From an optimization exercise on the open Yosys and OpenROAD flow, aimed at small area and few clock cycles per item; shortcuts taken in it are not production practice. The RTL was checked by simulation tests, not by an equivalence proof against the original design.

==> job 2147: inputs <==
## pot_average_motor_servo_setpoint
module pot_average_motor_servo_setpoint (
    input  wire         i_clk,
    input  wire         i_rst_n,
    input  wire         i_in_valid,
    output logic        o_in_stall,
    input  wire  [19:0] i_in_item,
    output logic        o_out_valid,
    input  wire         i_out_stall,
    output logic [56:0] o_out_item
);
    localparam int WINDOW = 10;
    logic [19:0] r_cell [WINDOW];
    logic [3:0]  r_fill;
    logic        full;
    logic [13:0] r_ssum, r_asum;
    logic [13:0] ssum_next, asum_next;
    logic        r_valid;
    logic        accept;
    logic        take_old;
    logic [9:0]  new_s, new_a, nold_s, nold_a;
    assign o_in_stall  = r_valid && i_out_stall;
    assign accept      = i_in_valid && !o_in_stall;
    assign o_out_valid = r_valid;
    always_ff @(posedge i_clk) begin
        if (accept) begin
            r_cell[0] <= i_in_item;
            for (int i = 1; i < WINDOW; i++) r_cell[i] <= r_cell[i-1];
        end
    end
    assign full     = (r_fill == 4'(WINDOW));
    assign take_old = accept && full;
    assign new_s    = accept ? i_in_item[19:10] : 10'd0;
    assign new_a    = accept ? i_in_item[9:0]   : 10'd0;
    assign nold_s   = take_old ? ~r_cell[WINDOW-1][19:10] : 10'd0;
    assign nold_a   = take_old ? ~r_cell[WINDOW-1][9:0]   : 10'd0;
    always_ff @(posedge i_clk) begin
        if (!i_rst_n) begin
            r_fill  <= '0;
            r_valid <= 1'b0;
        end else begin
            r_valid <= accept || (r_valid && i_out_stall);
            if (accept && !full) r_fill <= r_fill + 4'd1;
        end
    end
    always_ff @(posedge i_clk) begin
  ...
Settings: LEC_CHECK=0, CAP_MARGIN=20, CORE_MARGIN=2, CORE_UTILIZATION=40, SLEW_MARGIN=20; clock period 10.0 ns.
standard.sh (not shown) runs the stock make flow with config.mk's settings and CLKGATE_MAP_FILE= SYNTH_SCRIPT=/design/flow/synth_recipe.tcl, a recipe that flattens the netlist after the stock synthesis.
==> flow/flow/run.sh <==
#!/bin/bash
# Layout flow: the standard synthesis and layout (standard.sh), with
#  - an inverter clean-up of the synthesized netlist around the full-adder cells
#    (polfix.py; full adders are self-dual, so inverters can be moved), checked
#    for combinational equivalence with yosys (registers unchanged); if the check
#    does not pass, the standard netlist is used as it is;
#  - port buffers of the smallest buffer cell (every port still gets one);
#  - a clock tree without dummy loads, with 8x clock buffers.
# Each tool writes its own log in this folder.
set -u
R=orfs/results/sky130hd/pot_average_motor_servo_setpoint/base
bash standard.sh synth > synth.log 2>&1 || exit 1
cp $R/1_2_yosys.v $R/1_2_yosys_std.v
if python3 flow/polfix.py $R/1_2_yosys_std.v polfix_out.v 6 > polfix.log 2>&1 \
   && python3 flow/cutff.py $R/1_2_yosys_std.v eq_gold.v >> polfix.log 2>&1 \
   && python3 flow/cutff.py polfix_out.v eq_gate.v >> polfix.log 2>&1 \
   && $FLOW_HOME/../tools/install/yosys/bin/yosys -q -l eq.log -p "
        read_liberty -ignore_miss_func $FLOW_HOME/platforms/sky130hd/lib/sky130_fd_sc_hd__tt_025C_1v80.lib
        read_verilog eq_gold.v; rename $FLOW_TOP gold
        read_verilog eq_gate.v; rename $FLOW_TOP gate
        hierarchy -check; flatten; opt_clean -purge
        miter -equiv -flatten -make_assert gold gate miter
        hierarchy -top miter
        sat -verify -prove-asserts miter" > eq_stdout.log 2>&1; then
  echo "polfix netlist proven equivalent; using it" >> polfix.log
  cp polfix_out.v $R/1_2_yosys.v
  rm -f $R/1_synth.odb $R/1_synth.sdc
else
  echo "polfix not used" >> polfix.log
fi
bash standard.sh \
  "BUFFER_PORTS_ARGS=-buffer_cell sky130_fd_sc_hd__buf_1" \
  "CTS_ARGS=-sink_clustering_enable -repair_clock_nets -dont_use_dummy_load -buf_list sky130_fd_sc_hd__clkbuf_8 -sink_clustering_size 20 -sink_clustering_max_diameter 60" \
  finish > standard.log 2>&1
Other scripts of this flow, unchanged in this note and not shown: flow/flow/cutff.py, flow/flow/polfix.py
==> job 5974: changes against job 2147 <==
--- a/flow/design.v
+++ b/flow/design.v
@@ -27,18 +27,18 @@
             r_cell[0] <= i_in_item;
             for (int i = 1; i < WINDOW; i++) r_cell[i] <= r_cell[i-1];
         end
     end
     assign full     = (r_fill == 4'(WINDOW));
     assign take_old = accept && full;
     assign new_s    = accept ? i_in_item[19:10] : 10'd0;
     assign new_a    = accept ? i_in_item[9:0]   : 10'd0;
-    assign nold_s   = take_old ? ~r_cell[WINDOW-1][19:10] : 10'd0;
-    assign nold_a   = take_old ? ~r_cell[WINDOW-1][9:0]   : 10'd0;
+    assign nold_s   = ~(r_cell[WINDOW-1][19:10] & {10{take_old}});
+    assign nold_a   = ~(r_cell[WINDOW-1][9:0]   & {10{take_old}});
     always_ff @(posedge i_clk) begin
         if (!i_rst_n) begin
             r_fill  <= '0;
             r_valid <= 1'b0;
         end else begin
             r_valid <= accept || (r_valid && i_out_stall);
             if (accept && !full) r_fill <= r_fill + 4'd1;
         end
@@ -473,26 +473,26 @@
     assign h_13 = r_ssum[6] ^ new_s[6] ^ nold_s[6];
     assign h_14 = (r_ssum[6] & new_s[6]) | (r_ssum[6] & nold_s[6]) | (new_s[6] & nold_s[6]);
     assign h_15 = r_ssum[7] ^ new_s[7] ^ nold_s[7];
     assign h_16 = (r_ssum[7] & new_s[7]) | (r_ssum[7] & nold_s[7]) | (new_s[7] & nold_s[7]);
     assign h_17 = r_ssum[8] ^ new_s[8] ^ nold_s[8];
     assign h_18 = (r_ssum[8] & new_s[8]) | (r_ssum[8] & nold_s[8]) | (new_s[8] & nold_s[8]);
     assign h_19 = r_ssum[9] ^ new_s[9] ^ nold_s[9];
     assign h_20 = (r_ssum[9] & new_s[9]) | (r_ssum[9] & nold_s[9]) | (new_s[9] & nold_s[9]);
-    assign h_21 = h_20 ^ r_ssum[10] ^ take_old;
-    assign h_22 = (h_20 & r_ssum[10]) | (h_20 & take_old) | (r_ssum[10] & take_old);
-    assign h_23 = h_22 ^ r_ssum[11] ^ take_old;
-    assign h_24 = (h_22 & r_ssum[11]) | (h_22 & take_old) | (r_ssum[11] & take_old);
-    assign h_25 = h_24 ^ r_ssum[12] ^ take_old;
-    assign h_26 = (h_24 & r_ssum[12]) | (h_24 & take_old) | (r_ssum[12] & take_old);
-    assign h_27 = h_26 ^ r_ssum[13] ^ take_old;
-    assign h_28 = (h_26 & r_ssum[13]) | (h_26 & take_old) | (r_ssum[13] & take_old);
-    assign h_29 = h_1 ^ take_old;
-    assign h_30 = h_1 & take_old;
+    assign h_21 = h_20 ^ r_ssum[10] ^ 1'b1;
+    assign h_22 = (h_20 & r_ssum[10]) | (h_20 & 1'b1) | (r_ssum[10] & 1'b1);
+    assign h_23 = h_22 ^ r_ssum[11] ^ 1'b1;
+    assign h_24 = (h_22 & r_ssum[11]) | (h_22 & 1'b1) | (r_ssum[11] & 1'b1);
+    assign h_25 = h_24 ^ r_ssum[12] ^ 1'b1;
+    assign h_26 = (h_24 & r_ssum[12]) | (h_24 & 1'b1) | (r_ssum[12] & 1'b1);
+    assign h_27 = h_26 ^ r_ssum[13] ^ 1'b1;
+    assign h_28 = (h_26 & r_ssum[13]) | (h_26 & 1'b1) | (r_ssum[13] & 1'b1);
+    assign h_29 = h_1 ^ 1'b1;
+    assign h_30 = h_1 & 1'b1;
     assign h_31 = h_2 ^ h_3 ^ h_30;
     assign h_32 = (h_2 & h_3) | (h_2 & h_30) | (h_3 & h_30);
     assign h_33 = h_4 ^ h_5 ^ h_32;
     assign h_34 = (h_4 & h_5) | (h_4 & h_32) | (h_5 & h_32);
     assign h_35 = h_6 ^ h_7 ^ h_34;
     assign h_36 = (h_6 & h_7) | (h_6 & h_34) | (h_7 & h_34);
     assign h_37 = h_8 ^ h_9 ^ h_36;
     assign h_38 = (h_8 & h_9) | (h_8 & h_36) | (h_9 & h_36);
@@ -529,26 +529,26 @@
     assign h_69 = r_asum[6] ^ new_a[6] ^ nold_a[6];
     assign h_70 = (r_asum[6] & new_a[6]) | (r_asum[6] & nold_a[6]) | (new_a[6] & nold_a[6]);
     assign h_71 = r_asum[7] ^ new_a[7] ^ nold_a[7];
     assign h_72 = (r_asum[7] & new_a[7]) | (r_asum[7] & nold_a[7]) | (new_a[7] & nold_a[7]);
     assign h_73 = r_asum[8] ^ new_a[8] ^ nold_a[8];
     assign h_74 = (r_asum[8] & new_a[8]) | (r_asum[8] & nold_a[8]) | (new_a[8] & nold_a[8]);
     assign h_75 = r_asum[9] ^ new_a[9] ^ nold_a[9];
     assign h_76 = (r_asum[9] & new_a[9]) | (r_asum[9] & nold_a[9]) | (new_a[9] & nold_a[9]);
-    assign h_77 = h_76 ^ r_asum[10] ^ take_old;
-    assign h_78 = (h_76 & r_asum[10]) | (h_76 & take_old) | (r_asum[10] & take_old);
-    assign h_79 = h_78 ^ r_asum[11] ^ take_old;
-    assign h_80 = (h_78 & r_asum[11]) | (h_78 & take_old) | (r_asum[11] & take_old);
-    assign h_81 = h_80 ^ r_asum[12] ^ take_old;
-    assign h_82 = (h_80 & r_asum[12]) | (h_80 & take_old) | (r_asum[12] & take_old);
-    assign h_83 = h_82 ^ r_asum[13] ^ take_old;
-    assign h_84 = (h_82 & r_asum[13]) | (h_82 & take_old) | (r_asum[13] & take_old);
-    assign h_85 = h_57 ^ take_old;
-    assign h_86 = h_57 & take_old;
+    assign h_77 = h_76 ^ r_asum[10] ^ 1'b1;
+    assign h_78 = (h_76 & r_asum[10]) | (h_76 & 1'b1) | (r_asum[10] & 1'b1);
+    assign h_79 = h_78 ^ r_asum[11] ^ 1'b1;
+    assign h_80 = (h_78 & r_asum[11]) | (h_78 & 1'b1) | (r_asum[11] & 1'b1);
+    assign h_81 = h_80 ^ r_asum[12] ^ 1'b1;
+    assign h_82 = (h_80 & r_asum[12]) | (h_80 & 1'b1) | (r_asum[12] & 1'b1);
+    assign h_83 = h_82 ^ r_asum[13] ^ 1'b1;
+    assign h_84 = (h_82 & r_asum[13]) | (h_82 & 1'b1) | (r_asum[13] & 1'b1);
+    assign h_85 = h_57 ^ 1'b1;
+    assign h_86 = h_57 & 1'b1;
     assign h_87 = h_58 ^ h_59 ^ h_86;
     assign h_88 = (h_58 & h_59) | (h_58 & h_86) | (h_59 & h_86);
     assign h_89 = h_60 ^ h_61 ^ h_88;
     assign h_90 = (h_60 & h_61) | (h_60 & h_88) | (h_61 & h_88);
     assign h_91 = h_62 ^ h_63 ^ h_90;
     assign h_92 = (h_62 & h_63) | (h_62 & h_90) | (h_63 & h_90);
     assign h_93 = h_64 ^ h_65 ^ h_92;
     assign h_94 = (h_64 & h_65) | (h_64 & h_92) | (h_65 & h_92);
==> flow/flow/run.sh (replaced) <==
#!/bin/bash
# Layout flow: the standard synthesis and layout (standard.sh), with
#  - an inverter clean-up of the synthesized netlist (polfix.py): full adders are
#    self-dual, half adders and 2-input and/or gates can take complemented inputs
#    by De Morgan, so inverters can be moved or dropped; the result is checked for
#    combinational equivalence with yosys (registers unchanged) and, if the check
#    does not pass, the standard netlist is used as it is;
#  - port buffers of the smallest buffer cell (every port still gets one);
#  - a clock tree without dummy loads, with 8x clock buffers in clusters of up to 18.
# Each tool writes its own log in this folder.
set -u
R=orfs/results/sky130hd/pot_average_motor_servo_setpoint/base
bash standard.sh synth > synth.log 2>&1 || exit 1
cp $R/1_2_yosys.v $R/1_2_yosys_std.v
if python3 flow/polfix.py $R/1_2_yosys_std.v polfix_out.v 6 > polfix.log 2>&1 \
   && python3 flow/cutff.py $R/1_2_yosys_std.v eq_gold.v >> polfix.log 2>&1 \
   && python3 flow/cutff.py polfix_out.v eq_gate.v >> polfix.log 2>&1 \
   && $FLOW_HOME/../tools/install/yosys/bin/yosys -q -l eq.log -p "
        read_liberty -ignore_miss_func $FLOW_HOME/platforms/sky130hd/lib/sky130_fd_sc_hd__tt_025C_1v80.lib
        read_verilog eq_gold.v; rename $FLOW_TOP gold
        read_verilog eq_gate.v; rename $FLOW_TOP gate
        hierarchy -check; flatten; opt_clean -purge
        miter -equiv -flatten -make_assert gold gate miter
        hierarchy -top miter
        sat -verify -prove-asserts miter" > eq_stdout.log 2>&1; then
  echo "polfix netlist proven equivalent; using it" >> polfix.log
  cp polfix_out.v $R/1_2_yosys.v
  rm -f $R/1_synth.odb $R/1_synth.sdc
else
  echo "polfix not used" >> polfix.log
fi
bash standard.sh \
  "BUFFER_PORTS_ARGS=-buffer_cell sky130_fd_sc_hd__buf_1" \
  "CTS_ARGS=-sink_clustering_enable -repair_clock_nets -dont_use_dummy_load -buf_list sky130_fd_sc_hd__clkbuf_8 -sink_clustering_size 18 -sink_clustering_max_diameter 55" \
  finish > standard.log 2>&1
==> comparison table <==
Worst rel slew slack: job 2147 0.524; job 5974 0.340
Final non-filler cell total: job 2147 1,153; job 5974 1,168
Fraction of cell area in non-clock buffers: job 2147 0.0432; job 5974 0.0445
1st-iter DRT viols: job 2147 305; job 5974 227
Fill cell total of the finished layout: job 2147 2,538; job 5974 2,510
Final weighted congestion in routability-driven placement: job 2147 0.812; job 5974 0.844
Global routing usage on met2: job 2147 0.174; job 5974 0.166
Minimum clock period: job 2147 9790 ps; job 5974 9770 ps
Largest net degree at the start of global routing: job 2147 61; job 5974 55
Area of the multi-input gates: job 2147 4090 sq um; job 5974 3940 sq um
Syn Inst Count: job 2147 706; job 5974 714
Net count reported at finish: job 2147 945; job 5974 958
Area growth from synthesis to layout: job 2147 8.22%; job 5974 9.25%
Terminating pin of the worst hold path: job 2147 r_cell[7][10]$_DFFE_PP_; job 5974 r_cell[4][5]$_DFFE_PP_
Result of the run: job 2147 finished clean; job 5974 finished clean
Initial core utilization: job 2147 0.407; job 5974 0.405
Detail-routed net length per standard cell: job 2147 14.6 microns; job 5974 14.0 microns
Tot GR Track Use: job 2147 0.116; job 5974 0.115
Testbench counts of job 2147, summed over its fixed seeds: cycles 16,016, items 16,000.
Testbench counts of job 5974, summed over its fixed seeds: cycles 16,016, items 16,000.

---

==> inputs of run a <==
Starting RTL as in the previous note.
Design pot_average_motor_servo_setpoint, start of the top module:
module pot_average_motor_servo_setpoint (
    input  wire         i_clk,
    input  wire         i_rst_n,
    input  wire         i_in_valid,
    output logic        o_in_stall,
    input  wire  [19:0] i_in_item,
    output logic        o_out_valid,
    input  wire         i_out_stall,
    output logic [56:0] o_out_item
);
export LEC_CHECK = 0
export CAP_MARGIN = 20
export CORE_MARGIN = 2
export CORE_UTILIZATION = 40
export SLEW_MARGIN = 20
create_clock -name core_clock -period 10.0 [get_ports {i_clk}]
==> flow/flow/run.sh <==
#!/bin/bash
# Layout flow: the standard synthesis and layout (standard.sh), with
#  - an inverter clean-up of the synthesized netlist around the full-adder cells
#    (polfix.py; full adders are self-dual, so inverters can be moved), checked
#    for combinational equivalence with yosys (registers unchanged); if the check
#    does not pass, the standard netlist is used as it is;
#  - port buffers of the smallest buffer cell (every port still gets one);
#  - a clock tree without dummy loads, with 8x clock buffers.
# Each tool writes its own log in this folder.
set -u
R=orfs/results/sky130hd/pot_average_motor_servo_setpoint/base
bash standard.sh synth > synth.log 2>&1 || exit 1
cp $R/1_2_yosys.v $R/1_2_yosys_std.v
if python3 flow/polfix.py $R/1_2_yosys_std.v polfix_out.v 6 > polfix.log 2>&1 \
   && python3 flow/cutff.py $R/1_2_yosys_std.v eq_gold.v >> polfix.log 2>&1 \
   && python3 flow/cutff.py polfix_out.v eq_gate.v >> polfix.log 2>&1 \
   && $FLOW_HOME/../tools/install/yosys/bin/yosys -q -l eq.log -p "
        read_liberty -ignore_miss_func $FLOW_HOME/platforms/sky130hd/lib/sky130_fd_sc_hd__tt_025C_1v80.lib
        read_verilog eq_gold.v; rename $FLOW_TOP gold
        read_verilog eq_gate.v; rename $FLOW_TOP gate
        hierarchy -check; flatten; opt_clean -purge
        miter -equiv -flatten -make_assert gold gate miter
        hierarchy -top miter
        sat -verify -prove-asserts miter" > eq_stdout.log 2>&1; then
  echo "polfix netlist proven equivalent; using it" >> polfix.log
  cp polfix_out.v $R/1_2_yosys.v
  rm -f $R/1_synth.odb $R/1_synth.sdc
else
  echo "polfix not used" >> polfix.log
fi
bash standard.sh \
  "BUFFER_PORTS_ARGS=-buffer_cell sky130_fd_sc_hd__buf_1" \
  "CTS_ARGS=-sink_clustering_enable -repair_clock_nets -dont_use_dummy_load -buf_list sky130_fd_sc_hd__clkbuf_8 -sink_clustering_size 18 -sink_clustering_max_diameter 55" \
  finish > standard.log 2>&1
Other scripts of this flow, unchanged in this note and not shown: flow/flow/cutff.py, flow/flow/polfix.py
==> run b (differences from run a) <==
--- a/flow/design.v
+++ b/flow/design.v
@@ -27,18 +27,18 @@
             r_cell[0] <= i_in_item;
             for (int i = 1; i < WINDOW; i++) r_cell[i] <= r_cell[i-1];
         end
     end
     assign full     = (r_fill == 4'(WINDOW));
     assign take_old = accept && full;
     assign new_s    = accept ? i_in_item[19:10] : 10'd0;
     assign new_a    = accept ? i_in_item[9:0]   : 10'd0;
-    assign nold_s   = take_old ? ~r_cell[WINDOW-1][19:10] : 10'd0;
-    assign nold_a   = take_old ? ~r_cell[WINDOW-1][9:0]   : 10'd0;
+    assign nold_s   = ~(r_cell[WINDOW-1][19:10] & {10{take_old}});
+    assign nold_a   = ~(r_cell[WINDOW-1][9:0]   & {10{take_old}});
     always_ff @(posedge i_clk) begin
         if (!i_rst_n) begin
             r_fill  <= '0;
             r_valid <= 1'b0;
         end else begin
             r_valid <= accept || (r_valid && i_out_stall);
             if (accept && !full) r_fill <= r_fill + 4'd1;
         end
@@ -473,26 +473,26 @@
     assign h_13 = r_ssum[6] ^ new_s[6] ^ nold_s[6];
     assign h_14 = (r_ssum[6] & new_s[6]) | (r_ssum[6] & nold_s[6]) | (new_s[6] & nold_s[6]);
     assign h_15 = r_ssum[7] ^ new_s[7] ^ nold_s[7];
     assign h_16 = (r_ssum[7] & new_s[7]) | (r_ssum[7] & nold_s[7]) | (new_s[7] & nold_s[7]);
     assign h_17 = r_ssum[8] ^ new_s[8] ^ nold_s[8];
     assign h_18 = (r_ssum[8] & new_s[8]) | (r_ssum[8] & nold_s[8]) | (new_s[8] & nold_s[8]);
     assign h_19 = r_ssum[9] ^ new_s[9] ^ nold_s[9];
     assign h_20 = (r_ssum[9] & new_s[9]) | (r_ssum[9] & nold_s[9]) | (new_s[9] & nold_s[9]);
-    assign h_21 = h_20 ^ r_ssum[10] ^ take_old;
-    assign h_22 = (h_20 & r_ssum[10]) | (h_20 & take_old) | (r_ssum[10] & take_old);
-    assign h_23 = h_22 ^ r_ssum[11] ^ take_old;
-    assign h_24 = (h_22 & r_ssum[11]) | (h_22 & take_old) | (r_ssum[11] & take_old);
-    assign h_25 = h_24 ^ r_ssum[12] ^ take_old;
-    assign h_26 = (h_24 & r_ssum[12]) | (h_24 & take_old) | (r_ssum[12] & take_old);
-    assign h_27 = h_26 ^ r_ssum[13] ^ take_old;
-    assign h_28 = (h_26 & r_ssum[13]) | (h_26 & take_old) | (r_ssum[13] & take_old);
-    assign h_29 = h_1 ^ take_old;
-    assign h_30 = h_1 & take_old;
+    assign h_21 = h_20 ^ r_ssum[10] ^ 1'b1;
+    assign h_22 = (h_20 & r_ssum[10]) | (h_20 & 1'b1) | (r_ssum[10] & 1'b1);
+    assign h_23 = h_22 ^ r_ssum[11] ^ 1'b1;
+    assign h_24 = (h_22 & r_ssum[11]) | (h_22 & 1'b1) | (r_ssum[11] & 1'b1);
+    assign h_25 = h_24 ^ r_ssum[12] ^ 1'b1;
+    assign h_26 = (h_24 & r_ssum[12]) | (h_24 & 1'b1) | (r_ssum[12] & 1'b1);
+    assign h_27 = h_26 ^ r_ssum[13] ^ 1'b1;
+    assign h_28 = (h_26 & r_ssum[13]) | (h_26 & 1'b1) | (r_ssum[13] & 1'b1);
+    assign h_29 = h_1 ^ 1'b1;
+    assign h_30 = h_1 & 1'b1;
     assign h_31 = h_2 ^ h_3 ^ h_30;
     assign h_32 = (h_2 & h_3) | (h_2 & h_30) | (h_3 & h_30);
     assign h_33 = h_4 ^ h_5 ^ h_32;
     assign h_34 = (h_4 & h_5) | (h_4 & h_32) | (h_5 & h_32);
     assign h_35 = h_6 ^ h_7 ^ h_34;
     assign h_36 = (h_6 & h_7) | (h_6 & h_34) | (h_7 & h_34);
     assign h_37 = h_8 ^ h_9 ^ h_36;
     assign h_38 = (h_8 & h_9) | (h_8 & h_36) | (h_9 & h_36);
@@ -529,26 +529,26 @@
     assign h_69 = r_asum[6] ^ new_a[6] ^ nold_a[6];
     assign h_70 = (r_asum[6] & new_a[6]) | (r_asum[6] & nold_a[6]) | (new_a[6] & nold_a[6]);
     assign h_71 = r_asum[7] ^ new_a[7] ^ nold_a[7];
     assign h_72 = (r_asum[7] & new_a[7]) | (r_asum[7] & nold_a[7]) | (new_a[7] & nold_a[7]);
     assign h_73 = r_asum[8] ^ new_a[8] ^ nold_a[8];
     assign h_74 = (r_asum[8] & new_a[8]) | (r_asum[8] & nold_a[8]) | (new_a[8] & nold_a[8]);
     assign h_75 = r_asum[9] ^ new_a[9] ^ nold_a[9];
     assign h_76 = (r_asum[9] & new_a[9]) | (r_asum[9] & nold_a[9]) | (new_a[9] & nold_a[9]);
-    assign h_77 = h_76 ^ r_asum[10] ^ take_old;
-    assign h_78 = (h_76 & r_asum[10]) | (h_76 & take_old) | (r_asum[10] & take_old);
-    assign h_79 = h_78 ^ r_asum[11] ^ take_old;
-    assign h_80 = (h_78 & r_asum[11]) | (h_78 & take_old) | (r_asum[11] & take_old);
-    assign h_81 = h_80 ^ r_asum[12] ^ take_old;
-    assign h_82 = (h_80 & r_asum[12]) | (h_80 & take_old) | (r_asum[12] & take_old);
-    assign h_83 = h_82 ^ r_asum[13] ^ take_old;
-    assign h_84 = (h_82 & r_asum[13]) | (h_82 & take_old) | (r_asum[13] & take_old);
-    assign h_85 = h_57 ^ take_old;
-    assign h_86 = h_57 & take_old;
+    assign h_77 = h_76 ^ r_asum[10] ^ 1'b1;
+    assign h_78 = (h_76 & r_asum[10]) | (h_76 & 1'b1) | (r_asum[10] & 1'b1);
+    assign h_79 = h_78 ^ r_asum[11] ^ 1'b1;
+    assign h_80 = (h_78 & r_asum[11]) | (h_78 & 1'b1) | (r_asum[11] & 1'b1);
+    assign h_81 = h_80 ^ r_asum[12] ^ 1'b1;
+    assign h_82 = (h_80 & r_asum[12]) | (h_80 & 1'b1) | (r_asum[12] & 1'b1);
+    assign h_83 = h_82 ^ r_asum[13] ^ 1'b1;
+    assign h_84 = (h_82 & r_asum[13]) | (h_82 & 1'b1) | (r_asum[13] & 1'b1);
+    assign h_85 = h_57 ^ 1'b1;
+    assign h_86 = h_57 & 1'b1;
     assign h_87 = h_58 ^ h_59 ^ h_86;
     assign h_88 = (h_58 & h_59) | (h_58 & h_86) | (h_59 & h_86);
     assign h_89 = h_60 ^ h_61 ^ h_88;
     assign h_90 = (h_60 & h_61) | (h_60 & h_88) | (h_61 & h_88);
     assign h_91 = h_62 ^ h_63 ^ h_90;
     assign h_92 = (h_62 & h_63) | (h_62 & h_90) | (h_63 & h_90);
     assign h_93 = h_64 ^ h_65 ^ h_92;
     assign h_94 = (h_64 & h_65) | (h_64 & h_92) | (h_65 & h_92);
==> impl_metrics.py <==
metrics = {
    "detailed_routing": {
        "routed_via_density": 4.42,
        "met1_routed_length_mm": 8.57,
    },
    "placed_design": {
        "placement.setup.worst_slack_ns": 0.0345,
    },
    "run_status": {
        "status": "timing/DRC/antenna clean",
    },
    "global_routing": {
        "number_of_global_route_vias_before_repair": 5126,
    },
}
# the run above: run b

==> impl_metrics.py <==
metrics = {
    "finish": {
        "buffers": 114,
    },
    "placed_design": {
        "placement.setup.worst_slack_ns": 0.123,
    },
    "run_status": {
        "status": "timing/DRC/antenna clean",
    },
    "worst_setup_path": {
        "critical_path.max_fanout": 4,
    },
    "detailed_routing": {
        "met1_routed_length_mm": 8.65,
    },
}
# the run above: run a

Testbench counts of run a, summed over its fixed seeds: cycles 16,016, items 16,000.
Testbench counts of run b, summed over its fixed seeds: cycles 16,016, items 16,000.

==> re-timing with driven ports <==
Ports are ideal in the flow. The routed layouts listed here were re-timed in OpenROAD. Step 1 (the two cells are an assumption about what drives the block):
set clk [get_ports {i_clk}]
set_driving_cell -lib_cell sky130_fd_sc_hd__clkbuf_16 $clk
set_driving_cell -lib_cell sky130_fd_sc_hd__buf_2 [delete_from_list [all_inputs] $clk]
Step 2 adds t to the input delays and takes it off the output delays; t is the mean of the earliest and latest rising clock arrival at the registers after step 1. Input paths then give back, and output paths get back, about the clock's delay inside the block. Three values: no drivers, after step 1, after step 2; two values: the first two.
run	t (ns)	slack for setup (ns)	worst hold slack (ns)
job 2147	0.508	0.214 / 0.179 / 0.687	0.356 / 0.356 / 0.356
job 5974	0.540	0.230 / 0.193 / 0.733	0.384 / 0.384 / 0.384
run a	0.522	0.235 / 0.198 / 0.720	0.400 / 0.400 / 0.400
run b	0.540	0.230 / 0.193 / 0.733	0.384 / 0.384 / 0.384
After both steps every run listed still meets setup and hold.
